Background: an optimization exercise with open tools, aiming at a short achievable clock period and few clock cycles. Do not read the settings as production practice.
Only simulation tests tie the RTL to the original design; equivalence was not proved.
Power figures rest on the tool's default switching activity, not on a simulated workload.

Setup of garnet:
## processor
module processor #(
    parameter logic [31:0] reset_pc = '0
) (
    input  wire      clock,
    input  wire      rst,
    output isa_pkg::word_t    address_imem,
    input  isa_pkg::word_t    q_imem,
    output isa_pkg::word_t    address_dmem,
    output isa_pkg::word_t    data,
    output logic     wren,
    input  isa_pkg::word_t    q_dmem,
    output logic     ctrl_write_enable,
    output isa_pkg::reg_idx_t ctrl_write_reg,
    output isa_pkg::reg_idx_t ctrl_read_reg_a,
    output isa_pkg::reg_idx_t ctrl_read_reg_b,
    output isa_pkg::word_t    data_write_reg,
    input  isa_pkg::word_t    data_read_reg_a,
    input  isa_pkg::word_t    data_read_reg_b
);
Settings: LEC_CHECK=0, CAP_MARGIN=20, CORE_MARGIN=2, CORE_UTILIZATION=40, PLACE_DENSITY=0.6, SETUP_SLACK_MARGIN=4.0, SLEW_MARGIN=20, TNS_END_PERCENT=100; clock period 5.8 ns.
standard.sh (not shown) runs the stock make flow with config.mk's settings and CLKGATE_MAP_FILE= SYNTH_SCRIPT=/design/flow/synth_recipe.tcl, a recipe that flattens the netlist after the stock synthesis.
==> flow/flow/run.sh <==
#!/bin/bash
# Standard layout with two changes to synthesis: no adder-cell mapping step
# (ADDER_MAP_FILE empty), and ABC maps with flow/speed.abc, a depth-oriented
# script, so that the prefix adders in the RTL keep their short depth.
# Ports are buffered with buf_4 cells (the placer's default pick was a delay
# buffer, which the footprint-matched resizing could not replace).
set -euo pipefail
HERE=$(pwd)
cat flow/abc_override.tcl synth_recipe.tcl > my_synth.tcl
sed "s#SYNTH_SCRIPT=[^ ]*#SYNTH_SCRIPT=$HERE/my_synth.tcl#" standard.sh > my_standard.sh
export MY_ABC_SCRIPT=$HERE/flow/speed.abc
export ADDER_MAP_FILE=
export BUFFER_PORTS_ARGS="-buffer_cell sky130_fd_sc_hd__buf_4"
bash my_standard.sh > orfs_make.log 2>&1
==> flow/flow/abc_override.tcl <==
# Technology mapping with our own ABC script (flow/speed.abc) instead of the
# platform's; everything else in synthesis is the standard script's.
proc abc {args} {
  set i [lsearch -exact $args -script]
  if { $i >= 0 } { lset args [expr { $i + 1 }] $::env(MY_ABC_SCRIPT) }
  puts "abc with our script: $args"
  yosys abc {*}$args
}
==> flow/flow/speed.abc <==
strash
&get -n
&st
&if -g
&st
&put
dch -f
map {D}
buffer -c
upsize -c {D}
dnsize -c {D}
stime -p
Testbench counts of garnet, summed over its fixed seeds: cycles 158,071.
## Diff of input files: delta against garnet
--- a/flow/design.v
+++ b/flow/design.v
@@ -483,15 +483,15 @@
     logic [4:0]  x_shamt;
     logic [31:0] x_imm;
     logic        x_we_d;         
     logic        x_use_imm;      
     logic        x_sub;
     logic        x_sel_sum, x_sel_and, x_sel_or, x_sel_sll, x_sel_sra;
     logic        x_lw_d, x_sw_d, x_bne_d, x_blt_d;
-    logic        x_addi_we;      
+    logic        x_addi_rf;      
     logic        x_pred;         
     logic [31:0] x_pc1;          
     logic [31:0] x_target;       
     logic [BHT_BITS-1:0] x_bidx;
     logic        x_bne_pt, x_bne_pn, x_blt_pt, x_blt_pn;    
     logic        x_fa_alu, x_fa_ld, x_fb_alu, x_fb_ld;
     assign ctrl_read_reg_a = x_rs;
@@ -523,16 +523,15 @@
     logic x_ne, x_lt, x_mispredict, x_we;
     assign x_ne = (src_b != src_a);
     slt32 u_lt (.a (src_b), .b (src_a), .lt (x_lt));
     logic x_taken;
     assign x_taken      = (x_bne_d && x_ne) || (x_blt_d && x_lt);
     assign x_mispredict = x_live && ((x_bne_pt && !x_ne) || (x_bne_pn && x_ne) ||
                                       (x_blt_pt && !x_lt) || (x_blt_pn && x_lt));
-    assign f_early_ok = f_is_bne && x_live && x_addi_we && !x_fa_alu && !x_fa_ld &&
-                        (((f_rd == x_rd) && (f_rs == 5'd0)) || ((f_rs == x_rd) && (f_rd == 5'd0)));
+    assign f_early_ok = f_is_bne && x_live && x_addi_rf && (f_rd == x_rd) && (f_rs == 5'd0);
     assign f_early_ne = |((data_read_reg_a ^ x_imm) ^ {(data_read_reg_a[30:0] | x_imm[30:0]), 1'b0});
     assign f_pred_taken = f_is_branch && f_short && (f_early_ok ? f_early_ne : bht[f_bidx][1]);
     ks_add #(.W(32)) u_xtgt (
         .a (x_pc1), .b (x_imm), .cin (1'b0), .sum (x_target), .cout ()
     );
     assign x_we   = x_live && x_we_d;
     assign x_live = x_valid && !r_redirect;
@@ -550,15 +549,15 @@
     end
     always_ff @(posedge clock) begin
         x_rd      <= f_rd;
         x_rs      <= f_rs;
         x_rb      <= f_rb;
         x_shamt   <= q_imem[11:7];
         x_imm     <= {{15{q_imem[16]}}, q_imem[16:0]};
-        x_addi_we <= f_is_addi && (f_rd != 5'd0);
+        x_addi_rf <= f_is_addi && (f_rd != 5'd0) && !(x_we && (x_rd == f_rs));
         x_pred    <= f_pred_taken;
         x_pc1     <= pc_plus1;
         x_bidx    <= f_bidx;
         x_bne_pt  <= f_is_bne &&  f_pred_taken;
         x_bne_pn  <= f_is_bne && !f_pred_taken;
         x_blt_pt  <= f_is_blt &&  f_pred_taken;
         x_blt_pn  <= f_is_blt && !f_pred_taken;
## What came out
garnet reports its critical path endpoint as pc[12] while delta reports r_redirect.
Multi-input logic portion of the cell area is higher on garnet
Number of vias after detailed routing, delta and garnet: larger value in delta
Total design power for delta is higher than for garnet.
The met1 track utilization from global routing in delta sits 4.1 points below the value recorded for garnet.
delta vs garnet — first-iteration DRC count climbed by more than 10%
Testbench counts of delta, summed over its fixed seeds: cycles 158,071.

[separate check: timing with driven ports]
No port has a modelled driver above. Below, the same layouts with a new extraction and two added sets of constraints. Step 1 (the two cells are an assumption about what drives the block):
set clk [get_ports {clock}]
set_driving_cell -lib_cell sky130_fd_sc_hd__clkbuf_16 $clk
set_driving_cell -lib_cell sky130_fd_sc_hd__buf_2 [delete_from_list [all_inputs] $clk]
Step 2 moves the port delays by t, midway between the first and last clock arrival at a register: inputs arrive t later, outputs are due t later. That takes back most of the time a late clock gives input paths. Three values: ideal ports, drivers, drivers and shift; two values: the first two.
| run | t, ns | slack for setup (ns) | worst setup path after step 2 | worst slew at a driven data input, ns | pins driven straight from the clock port |
|---|---|---|---|---|---|
| garnet | 0.633 | 2.901 / 2.913 / 2.286 | input to register | 0.15 | 1 |
| delta | 0.714 | 1.863 / 1.863 / 1.332 | input to register | 0.10 | 1 |
After both steps setup and hold are still met in every run listed. The setup slack of garnet, which loses most, moves by +0.012 ns with the drivers and by -0.615 ns with both steps.
